This is an optimization exercise on Yosys and OpenROAD, whose aim is small area and few clock cycles per item, not a production implementation. Only simulation tests tie the RTL to the original design; equivalence was not proved.

==> flow/design.v (excerpt) <==
module angle_position_pid_loop #(
  parameter int ENCODER_BITS   = appl_pkg::ENCODER_BITS_DEF,
  parameter int GAIN_FRAC_BITS = appl_pkg::GAIN_FRAC_BITS_DEF
) (
  input  logic                                clk_i,
  input  logic                                rst_ni,
  input  logic                                in_valid_i,
  output logic                                in_ready_o,
  input  logic [appl_pkg::ENC_W-1:0]          encoder_count_i,
  output logic                                out_valid_o,
  input  logic                                out_ready_i,
  output logic signed [appl_pkg::CUR_W-1:0]   current_ref_o,
  input  logic                                cfg_we_i,
  input  logic [appl_pkg::CFG_IDX_W-1:0]      cfg_idx_i,
  input  logic [appl_pkg::CFG_DATA_W-1:0]     cfg_data_i
);
  localparam int GW = appl_pkg::GAIN_W;
  logic signed [GW-1:0]  prop_gain_q, integ_gain_q, deriv_gain_q;
  logic signed [15:0]    output_low_q, output_high_q;    
  appl_pkg::angle_cfg_t  angle_cfg_q;
  logic signed [15:0]    lim_wr, lim_sat;
  assign lim_wr = cfg_data_i[15:0];
  always_comb begin
    lim_sat = lim_wr;
    if (lim_wr > 16'sd16384)  lim_sat = 16'sd16384;
    if (lim_wr < -16'sd16384) lim_sat = -16'sd16384;
  end
  always_ff @(posedge clk_i or negedge rst_ni) begin
    if (!rst_ni) begin
      prop_gain_q   <= '0;
      integ_gain_q  <= '0;
      deriv_gain_q  <= '0;
      output_low_q  <= -16'sd16384;
      output_high_q <= 16'sd16384;
      angle_cfg_q   <= '0;
    end else if (cfg_we_i) begin
      case (cfg_idx_i)
        appl_pkg::CFG_PROP_GAIN:    prop_gain_q   <= cfg_data_i;
        appl_pkg::CFG_INTEG_GAIN:   integ_gain_q  <= cfg_data_i;
        appl_pkg::CFG_DERIV_GAIN:   deriv_gain_q  <= cfg_data_i;
        appl_pkg::CFG_OUTPUT_LOW:   output_low_q  <= lim_sat;
        appl_pkg::CFG_OUTPUT_HIGH:  output_high_q <= lim_sat;
        appl_pkg::CFG_TARGET_ANGLE: angle_cfg_q.target_angle <= cfg_data_i[appl_pkg::ENC_W-1:0];
        appl_pkg::CFG_ZERO_ANGLE:   angle_cfg_q.zero_angle   <= cfg_data_i[appl_pkg::ENC_W-1:0];
  ...
clock: 10.5 ns
lec_check: 0
cap_margin: 5
core_margin: 2
core_utilization: 40
gpl_timing_driven: 0
slew_margin: 5
synth_hierarchical: 1
run.sh (not shown) runs the stock make flow with config.mk's settings and CLKGATE_MAP_FILE= SYNTH_SCRIPT=/design/flow/synth_recipe.tcl, a recipe that flattens the netlist after the stock synthesis.
Testbench counts at the start, summed over its fixed seeds: cycles 14,544, items 14,400.
Change:
CAP_MARGIN = 20   (was 5)
GPL_TIMING_DRIVEN = not set   (was 0)
SLEW_MARGIN = 20   (was 5)
Effect:
- synthesized area is unchanged
- synthesized cell count does not change
- critical path depth falls by 1
- hold slack got worse by 7.6 ps
- cell area falls by 6.3%
- worst setup slack improved by 210 ps
- clock skew rises by 23 ps
- final cell count falls by 4.0%
- maximum frequency rises by 2.2%
Change:
CORE_UTILIZATION = 55   (was 40)
The new run passed the timing, design-rule and antenna checks.
Area after synthesis stays the same.
Non-clock buffer count fell by 17.
Die area falls by a quarter to a third.
Cell area came out lower slightly.
Count of clock-buffer cells in the layout falls by 2.

---

angle_position_pid_loop, a different RTL version from the one above (not shown whole).
Size in the first run: about 3200 cells after synthesis, ~220 flip-flops, about 64 I/O pins, roughly 35000 um^2 of cells after synthesis.
Settings: LEC_CHECK=0, CAP_MARGIN=20, CORE_MARGIN=2, CORE_UTILIZATION=55, CTS_CLUSTER_DIAMETER=100, CTS_CLUSTER_SIZE=25, PLACE_DENSITY=0.75, SLEW_MARGIN=20, SYNTH_HIERARCHICAL=1; clock period 10.5 ns.
Testbench counts at the start, summed over its fixed seeds: cycles 14,544, items 14,400.
Rerun with:
Settings changed: CORE_UTILIZATION 55 to 70, CTS_CLUSTER_DIAMETER 100 to default, CTS_CLUSTER_SIZE 25 to default, PLACE_DENSITY 0.75 to default.
The changed run completed without violations.
Flip-flop and latch count is unchanged.
Routed wire length is higher by 9.2%.
Count of clock-buffer cells in the layout is higher by 18.
Die area is lower by 21%.
Cell count is lower by 3.3%.
Non-clock buffer count is higher by 15.
Critical path depth is lower by 3.

==> port drivers added, routing unchanged <==
How much do the figures lean on ideal ports? The routed layouts below were timed once more, with nothing changed but the port constraints. Step 1, drivers: a clkbuf_16 drives clk_i and a buf_2 each remaining input, both assumed. Step 2 times the ports against the registers' clock, not the clock port: input delays grow and output delays shrink by t, the midpoint of the rising clock arrivals with the driver on. a / b / c = ideal / step 1 / step 2; a / b = the first two.
run	shift t [ns]	setup slack, ns	worst setup path after step 2	latest minus earliest clock arrival (ns)	cell pins on the clock port's net
the first run of note 1	0.670	0.345 / 0.345 / 0.345	register to register	0.051 / 0.051	1
the second run of note 1	0.684	0.559 / 0.559 / 0.559	register to register	0.074 / 0.073	1
the third run of note 1	0.624	0.464 / 0.464 / 0.464	register to register	0.022 / 0.022	1
the first run of note 2	0.560	0.644 / 0.644 / 0.344	input to register	0.016 / 0.016	1
the second run of note 2	0.656	0.464 / 0.464 / 0.084	input to register	0.056 / 0.056	1
After both steps setup and hold are still met in every run listed. For the second run of note 2, which loses most, drivers alone change the setup slack by 0.000 ns; drivers and shift together by -0.380 ns.
